This is an optimization exercise on Yosys and OpenROAD, whose aim is small area, a short achievable clock period and few clock cycles per item, not a production implementation.
The RTL was checked by simulation tests, not by an equivalence proof against the original design.

// ycbcr420_to_rgb_flip_core
module ycbcr420_to_rgb_flip_core
#(
	parameter int MAX_WIDTH  = 2048,
	parameter int MAX_HEIGHT = 2048
) (
	input  logic        clk,
	input  logic        arst_n,
	input  logic        wr_en,
	input  logic [1:0]  wr_index,
	input  logic [12:0] wr_data,
	input  logic        s_tvalid,
	output logic        s_tready,
	input  logic [47:0] s_tdata,
	output logic        m_tvalid,
	input  logic        m_tready,
	output logic [71:0] m_tdata,
	output logic        m_tlast,
	output logic        m_tuser
);
For scale: ~2000 cells after synthesis, about 140 I/O pins, roughly 0.020 mm2 of cells after synthesis.
Settings: LEC_CHECK=0, CAP_MARGIN=20, CORE_MARGIN=2, CORE_UTILIZATION=40, CTS_BUF_LIST=sky130_fd_sc_hd__clkbuf_8, CTS_CLUSTER_DIAMETER=80, CTS_CLUSTER_SIZE=14, SLEW_MARGIN=20; clock period 11.0 ns.
standard.sh (not shown) runs the stock make flow with config.mk's settings and CLKGATE_MAP_FILE= SYNTH_SCRIPT=/design/flow/synth_recipe.tcl, a recipe that flattens the netlist after the stock synthesis.
==> flow/flow/run.sh <==
#!/bin/bash
# The standard layout, with repair_timing aiming below the clock period
# (setup margin) so the critical paths are sized and buffered, and the port
# buffers made from the smallest buffer cell (repair sizes them up as needed).
set -euo pipefail
bash standard.sh SETUP_SLACK_MARGIN=6.9 "BUFFER_PORTS_ARGS=-buffer_cell sky130_fd_sc_hd__buf_1" finish > make.log 2>&1
The baseline completed with no timing, DRC or antenna violations.
Testbench counts at the start, summed over its fixed seeds: cycles 19,264, items 9,600.
Next try:
--- a/flow/design.v
+++ b/flow/design.v
@@ -500,21 +500,21 @@
 	end
 	always_ff @(posedge clk or negedge arst_n) begin
 		if (!arst_n) begin
 			bvalid <= 1'b0;
 			bcnt   <= 4'd10;
 			st_q   <= 1'b1;
 		end else begin
 			st_q <= 1'b0;
 			if (bstart) begin
 				bvalid <= 1'b0;
-				bcnt   <= (rm[9:5] == 5'd0) ? 4'd5 : 4'd10;
+				bcnt   <= 4'd10;
 			end else if (!bvalid) begin
 				if (bcnt == 4'd0) begin
 					bvalid <= 1'b1;
 				end
 				bcnt <= bcnt - 4'd1;
 			end
 		end
 	end
 	always_ff @(posedge clk) begin
 		if (bstart) begin
Result: The new run produced a clean layout. Global-route usage drops by 0.26 points. Wire length decreases by 3.5%. Non-clock buffer count came out lower by 8. Worst setup slack is worse by 56 ps. Clock-buffer cell count climbs by 2. Synthesized cell count went down by 0.71%. Final cell count is lower by 1.0%. Cell area went down by about 1%. Die area is about the same. Hold slack is worse by 4.0 ps.
Testbench counts after the change, summed over its fixed seeds: cycles 19,304, items 9,600.

* * *

Another version of the RTL of ycbcr420_to_rgb_flip_core (not shown whole).
For scale: about 270 flip-flops.
Settings: LEC_CHECK=0, CAP_MARGIN=20, CORE_MARGIN=2, CORE_UTILIZATION=40, CTS_BUF_LIST=sky130_fd_sc_hd__clkbuf_8, CTS_CLUSTER_DIAMETER=100, CTS_CLUSTER_SIZE=12, SLEW_MARGIN=20; clock period 11.0 ns.
Scripts as last shown in full above: flow/flow/run.sh
Testbench counts at the start, summed over its fixed seeds: cycles 19,304, items 9,600.
==> next run, changes <==
--- a/flow/design.v
+++ b/flow/design.v
@@ -19,68 +19,32 @@
 			kb_c = -6'sd18;
 		end else if ($signed(cb) >= 8'sd0) begin
 			kb_c = -6'sd19;
 		end else if ($signed(cb) >= -8'sd58) begin
 			kb_c = -6'sd20;
 		end else if ($signed(cb) >= -8'sd116) begin
 			kb_c = -6'sd21;
 		end else begin
 			kb_c = -6'sd22;
 		end
 	end
 	assign kb = {cb[7], cb, 1'b0} + {{4{kb_c[5]}}, kb_c};
+	localparam logic [191:0] KR_TA = {12'd3741, 12'd3535, 12'd3332, 12'd3127, 12'd2924, 12'd2718, 12'd2515, 12'd2310, 12'd1278, 12'd1074, 12'd870, 12'd665, 12'd461, 12'd257, 12'd53, 12'd3944};
+	localparam logic [191:0] KR_TB = {12'd191, 12'd178, 12'd164, 12'd153, 12'd139, 12'd127, 12'd114, 12'd101, 12'd89, 12'd75, 12'd63, 12'd50, 12'd38, 12'd25, 12'd11, 12'd0};
 	logic [11:0] kr_ta;
 	logic [11:0] kr_tb;
 	logic [11:0] kr_s;
-	always_comb begin
-		case (cr[7:4])
-			4'd8: kr_ta = 12'd2310;
-			4'd9: kr_ta = 12'd2515;
-			4'd10: kr_ta = 12'd2718;
-			4'd11: kr_ta = 12'd2924;
-			4'd12: kr_ta = 12'd3127;
-			4'd13: kr_ta = 12'd3332;
-			4'd14: kr_ta = 12'd3535;
-			4'd15: kr_ta = 12'd3741;
-			4'd0: kr_ta = 12'd3944;
-			4'd1: kr_ta = 12'd53;
-			4'd2: kr_ta = 12'd257;
-			4'd3: kr_ta = 12'd461;
-			4'd4: kr_ta = 12'd665;
-			4'd5: kr_ta = 12'd870;
-			4'd6: kr_ta = 12'd1074;
-			4'd7: kr_ta = 12'd1278;
-			default: kr_ta = 12'd0;
-		endcase
-		case (cr[3:0])
-			4'd0: kr_tb = 12'd0;
-			4'd1: kr_tb = 12'd11;
-			4'd2: kr_tb = 12'd25;
-			4'd3: kr_tb = 12'd38;
-			4'd4: kr_tb = 12'd50;
-			4'd5: kr_tb = 12'd63;
-			4'd6: kr_tb = 12'd75;
-			4'd7: kr_tb = 12'd89;
-			4'd8: kr_tb = 12'd101;
-			4'd9: kr_tb = 12'd114;
-			4'd10: kr_tb = 12'd127;
-			4'd11: kr_tb = 12'd139;
-			4'd12: kr_tb = 12'd153;
-			4'd13: kr_tb = 12'd164;
-			4'd14: kr_tb = 12'd178;
-			4'd15: kr_tb = 12'd191;
-			default: kr_tb = 12'd0;
-		endcase
-	end
-	assign kr_s = kr_ta + kr_tb;
+	assign kr_ta = KR_TA[12 * cr[7:4] +: 12];
+	assign kr_tb = KR_TB[12 * cr[3:0] +: 12];
+	assign kr_s  = kr_ta + kr_tb;
 	assign kr = {kr_s[11], kr_s[11:3]};
 	wire gw1 = ~cb[6] ^ cb[3];
 	wire gw2 = ~cb[6] & cb[3];
 	wire gw3 = cb[7] ^ cb[4];
 	wire gw4 = cb[7] & cb[4];
 	wire gw5 = cb[5] ^ ~cb[3];
 	wire gw6 = cb[5] & ~cb[3];
 	wire gw7 = ~cb[4] ^ ~cb[2];
 	wire gw8 = ~cb[4] & ~cb[2];
 	wire gw9 = ~cb[5] ^ ~cb[3] ^ ~cb[0];
 	wire gw10 = (~cb[5] & ~cb[3]) | (~cb[5] & ~cb[0]) | (~cb[3] & ~cb[0]);
 	wire gw11 = cr[5] ^ ~cr[1];
@@ -534,25 +498,25 @@
 			badd = {badd_lo[14] ? bhi_inc : base[22:13], badd_lo[13:0]};
 		end
 	end
 	always_ff @(posedge clk or negedge arst_n) begin
 		if (!arst_n) begin
 			bvalid <= 1'b0;
 			bcnt   <= 4'd10;
 			st_q   <= 1'b1;
 		end else begin
 			st_q <= 1'b0;
 			if (bstart) begin
 				bvalid <= 1'b0;
-				bcnt   <= 4'd10;
+				bcnt   <= (rm[9:5] == 5'd0) ? 4'd5 : 4'd10;
 			end else if (!bvalid) begin
 				if (bcnt == 4'd0) begin
 					bvalid <= 1'b1;
 				end
 				bcnt <= bcnt - 4'd1;
 			end
 		end
 	end
 	always_ff @(posedge clk) begin
 		if (bstart) begin
 			base   <= '0;
 			kbit_q <= 1'b0;
Count of clock-buffer cells in the layout is unchanged.
Global-route usage climbs by 0.63 points.
Die area drops slightly.
Synthesized area drops slightly.
Non-clock buffer count climbs by 19.
Sequential share of layout area drops by 0.56 points.
Fmax drops slightly.
Final area drops slightly.
Via count climbs slightly.
Flip-flop and latch count drops by 8.
Worst setup slack gets worse by 20 ps.
Routed wire length climbs by a few percent.
Testbench counts after the change, summed over its fixed seeds: cycles 19,264, items 9,600.

## port drivers added, routing unchanged
The flow's constraints put no driver on any port. The routed layouts listed below were extracted and timed again, unchanged, in two steps. Step 1 assumes that a clkbuf_16 drives the clock port and a buf_2 every other input. Step 2, shift: input delay + t, output delay - t, t = (earliest + latest rising clock arrival at the registers) / 2. This alone moves slack from input paths to output paths. Slacks: no drivers / after step 1 / after step 2; pairs: no drivers / after step 1.
run	t, ns	setup WS [ns]	worst hold slack (ns)	clock arrival spread, ns	cell pins on the clock port's net
the first run of note 1	0.639	7.007 / 7.007 / 6.469	0.486 / 0.486 / 0.486	0.029 / 0.029	1
the second run of note 1	0.659	6.950 / 6.950 / 6.536	0.482 / 0.482 / 0.482	0.052 / 0.053	1
the first run of note 2	0.666	6.923 / 6.923 / 6.479	0.490 / 0.490 / 0.490	0.043 / 0.043	1
the second run of note 2	0.653	6.904 / 6.904 / 6.454	0.488 / 0.488 / 0.488	0.027 / 0.027	1
After both steps every run listed still meets setup and hold. The setup slack of the first run of note 1, which loses most, moves by 0.000 ns with the drivers and by -0.538 ns with both steps.
